This design comes from an exercise in tuning for small area, a short achievable clock period and few clock cycles per item on the open sky130 flow, not from production work. In this exercise RTL edits were held to simulation tests only and were not proved equivalent to the original. Power figures rest on the tool's default switching activity, not on a simulated workload.

==> flow/design.v (excerpt) <==
module edit_distance_best_match (
  input  logic        clk,
  input  logic        rst_n,
  input  logic        in_valid,
  output logic        in_ready,
  input  logic [1:0]  in_command,
  input  logic [7:0]  in_char,
  output logic        out_valid,
  input  logic        out_ready,
  output logic        out_found,
  output logic [11:0] out_index,
  input  logic        cfg_valid,
  output logic        cfg_ready,
  input  logic [6:0]  cfg_threshold
);
  localparam int R = 31;             
  localparam logic [1:0] C_QUERY = 2'd0;
  localparam logic [1:0] C_CHAR  = 2'd1;
  localparam logic [1:0] C_CLOSE = 2'd2;
  localparam logic [1:0] C_FIN   = 2'd3;
  logic         in_ready_r;
  logic         take, iq, ic, icl, ifin;
  assign in_ready  = in_ready_r;
  assign cfg_ready = 1'b1;
  assign take      = in_valid && in_ready_r;
  assign iq        = take && in_command == C_QUERY;
  assign ic        = take && in_command == C_CHAR;
  assign icl       = take && in_command == C_CLOSE;
  assign ifin      = take && in_command == C_FIN;
  logic [5:0]   qlen_r;              
  logic [7:0]   qstore_r [R];
  logic [R-1:0] qmask;
  logic [R-1:0] eq_r;
  logic         b_char, b_close, b_fin, restart;
  always_comb begin
    qmask = '0;
    for (int n = 1; n <= R + 1; n++) begin
      if (qlen_r == 6'(n)) begin
        for (int k = 0; k < R; k++) qmask[k] = (k >= R - n);
      end
    end
  end
  always_ff @(posedge clk) begin
    if (iq) begin
      for (int k = 0; k < R - 1; k++) qstore_r[k] <= qstore_r[k+1];
      qstore_r[R-1] <= in_char;
    end
  end
  always_ff @(posedge clk) begin
    for (int k = 0; k < R; k++) eq_r[k] <= (qstore_r[k] == in_char);
  end
  always_ff @(posedge clk) begin
    if (!rst_n) begin
      qlen_r  <= '0;
      b_char  <= 1'b0;
      b_close <= 1'b0;
      b_fin   <= 1'b0;
      restart <= 1'b1;
    end else begin
      b_char  <= ic;
      b_close <= icl;
      b_fin   <= ifin;
      restart <= iq || icl || ifin;
      if (iq && !qlen_r[5]) qlen_r <= qlen_r + 6'd1;
  ...
For scale: about 1600 cells after synthesis, about 440 flip-flops, about 38 I/O pins.
==> flow/config.mk <==
export PLATFORM = sky130hd
export DESIGN_NAME = edit_distance_best_match
export DESIGN_NICKNAME = edit_distance_best_match
export VERILOG_FILES = /design/flow/design.v
export SDC_FILE = /design/flow/constraint.sdc
export NUM_CORES = 4
export LEC_CHECK = 0
export CAP_MARGIN = 20
export CORE_MARGIN = 2
export CORE_UTILIZATION = 75
export CTS_BUF_LIST = sky130_fd_sc_hd__clkbuf_8
export CTS_CLUSTER_DIAMETER = 60
export CTS_CLUSTER_SIZE = 18
export SLEW_MARGIN = 20
==> flow/constraint.sdc <==
create_clock -name core_clock -period 10.0 [get_ports {clk}]
set_input_delay 2.0000 -clock core_clock [delete_from_list [all_inputs] [get_ports {clk}]]
set_output_delay 2.0000 -clock core_clock [all_outputs]
set_load 0.01 [all_outputs]
standard.sh (not shown) runs the stock make flow with config.mk's settings and CLKGATE_MAP_FILE= SYNTH_SCRIPT=/design/flow/synth_recipe.tcl, a recipe that flattens the netlist after the stock synthesis.
==> flow/flow/run.sh <==
#!/bin/bash
bash standard.sh SETUP_SLACK_MARGIN=6.9 "BUFFER_PORTS_ARGS=-buffer_cell sky130_fd_sc_hd__buf_2" finish > standard.log 2>&1
The baseline completed with no timing, DRC or antenna violations.
Testbench counts at the start, summed over its fixed seeds: cycles 32,566, items 32,550.
==> next run, changes <==
==> flow/flow/run.sh (replaced) <==
#!/bin/bash
bash standard.sh SETUP_SLACK_MARGIN=7.0 "BUFFER_PORTS_ARGS=-buffer_cell sky130_fd_sc_hd__buf_2" finish > standard.log 2>&1
Settings changed: CORE_UTILIZATION 75 to 65.
Effect: Wire length fell by 4.6%; final area rose by 0.60%; setup slack gets better by 0.0076 ns; flip-flop and latch count does not change; register-to-register slack improved by 0.14 ns; die area climbs by 15%; hold slack is better by 0.011 ns; core utilization drops by 11 points.

== job 104 ==
edit_distance_best_match, a different RTL version from the one above (not shown whole).
For scale: about 1,600 cells after synthesis, roughly 0.020 mm2 of cells after synthesis.
Settings: LEC_CHECK=0, CAP_MARGIN=20, CORE_MARGIN=2, CORE_UTILIZATION=65, CTS_BUF_LIST=sky130_fd_sc_hd__clkbuf_8, CTS_CLUSTER_DIAMETER=60, CTS_CLUSTER_SIZE=18, SLEW_MARGIN=20; clock period 10.0 ns.
==> flow/flow/run.sh <==
#!/bin/bash
bash standard.sh SETUP_SLACK_MARGIN=7.2 "BUFFER_PORTS_ARGS=-buffer_cell sky130_fd_sc_hd__buf_2" finish > standard.log 2>&1
Job 104: flow completed, timing, DRC and antenna clean
Testbench counts of job 104, summed over its fixed seeds: cycles 32,566, items 32,550.
Changes in job 103 relative to job 104:
Settings: CTS_CLUSTER_SIZE removed (was 18); CTS_CLUSTER_DIAMETER removed (was 60).
==> flow/flow/run.sh <==
#!/bin/bash
bash standard.sh SETUP_SLACK_MARGIN=7.2 finish > standard.log 2>&1
==> comparison <==
- Job 103 -> job 104: number of nets produced by synthesis delta 0, exact match
- Compared with job 104, job 103 shows a higher area growth from synthesis to layout.
- Looking only at global-route wire length before repair, and setting everything else aside, the higher value of job 103 and job 104 goes to job 103.
- Measured against each other, job 103 and job 104 differ in post-cts repair resize count, the higher figure coming from job 103.
- Per the comparison of job 103 with job 104, worst slack at placement lower, area of the multi-input gates flat, number of buffers other than clock buffers in the final layout rose by about 11%.

## run 1
edit_distance_best_match, a different RTL version from the one above (not shown whole).
Size: about 38 I/O pins, about 19000 µm² of cells after synthesis.
Settings: LEC_CHECK=0, CAP_MARGIN=20, CORE_MARGIN=2, CORE_UTILIZATION=65, CTS_BUF_LIST=sky130_fd_sc_hd__clkbuf_16, CTS_CLUSTER_DIAMETER=80, CTS_CLUSTER_SIZE=30, SLEW_MARGIN=20; clock period 10.0 ns.
==> flow/flow/run.sh <==
#!/bin/bash
bash standard.sh SETUP_SLACK_MARGIN=7.1 "BUFFER_PORTS_ARGS=-buffer_cell sky130_fd_sc_hd__buf_2" finish > standard.log 2>&1
Testbench counts of run 1, summed over its fixed seeds: cycles 32,566, items 32,550.
Inputs modified between run 1 and run 2:
==> flow/flow/run.sh <==
#!/bin/bash
bash standard.sh SETUP_SLACK_MARGIN=6.6 "BUFFER_PORTS_ARGS=-buffer_cell sky130_fd_sc_hd__buf_2" finish > standard.log 2>&1
--- outcome ---
Against run 1, maximum frequency in run 2 fell by a little under 10%.
Sort run 2 and run 1 by final worst-path setup slack, descending, and run 1 comes first.
From run 1 to run 2, multi-input combinational gate total did not move at all.
| design area | lower: run 2 |
Run 2 ended with less number of resized instances in the post-cts repair step than run 1.
| overall fraction of global-route tracks in use | higher: run 1 |
Overall power of the completed layout in run 2 is 1.2% below run 1.
Of run 2 and run 1, the higher post-layout minimum cycle time belongs to run 2.
Inputs modified between run 2 and run 3:
==> flow/flow/run.sh <==
#!/bin/bash
bash standard.sh SETUP_SLACK_MARGIN=6.9 "BUFFER_PORTS_ARGS=-buffer_cell sky130_fd_sc_hd__buf_2" "CTS_ARGS=-sink_clustering_enable -repair_clock_nets -sink_clustering_size 40 -sink_clustering_max_diameter 70 -buf_list sky130_fd_sc_hd__clkbuf_16 -dont_use_dummy_load" finish > standard.log 2>&1
Notes after the runs:
- Going from run 2 to run 3, clock-net power climbed about 4%; utilization rose by 0.93 points; fraction of layout instances using a drive strength above 1 grew by 1.3 points; number of setup buffers added after CTS has increased.
- The sequential cell area share of run 3 is lower than that of run 2.
- Looking at classification of the worst setup path, the reg2out result is from run 3; the in2reg one comes from run 2.
- Worst setup timing slack at the placement stage: run 3 vs run 2 up 0.10 ns

-- separate check: timing with driven ports --
In the flow no input, the clock included, has a driving cell. The finished layouts below were timed again as built, in two steps.
Step 1: set_driving_cell puts a clkbuf_16 on clk and a buf_2 on each other input, an assumption about the parent block.
Step 2 also shifts input and output timing later by t, the mid clock arrival at the registers, as if the neighbouring blocks saw the same clock.
Three values: no drivers, after step 1, after step 2; two values: the first two.
run | t, ns | setup WS [ns] | hold slack, ns | worst setup path at the end | worst data-port slew with drivers (ns)
the first run of note 1 | 0.598 | 6.893 / 6.846 / 6.395 | 0.463 / 0.463 / 0.463 | input to register | 0.03
the second run of note 1 | 0.606 | 6.900 / 6.853 / 6.474 | 0.474 / 0.474 / 0.474 | input to register | 0.03
job 104 | 0.607 | 6.879 / 6.828 / 6.607 | 0.463 / 0.463 / 0.463 | input to register | 0.05
job 103 | 0.623 | 6.884 / 6.836 / 6.634 | 0.449 / 0.449 / 0.449 | input to register | 0.05
run 1 | 0.577 | 6.955 / 6.902 / 6.553 | 0.464 / 0.464 / 0.464 | input to register | 0.04
run 2 | 0.576 | 6.685 / 6.649 / 6.137 | 0.471 / 0.471 / 0.471 | input to register | 0.04
run 3 | 0.585 | 6.928 / 6.875 / 6.472 | 0.428 / 0.428 / 0.428 | input to register | 0.03
After both steps setup and hold are still met in every run listed. For run 2, which loses most, drivers alone change the setup slack by -0.036 ns; drivers and shift together by -0.548 ns.
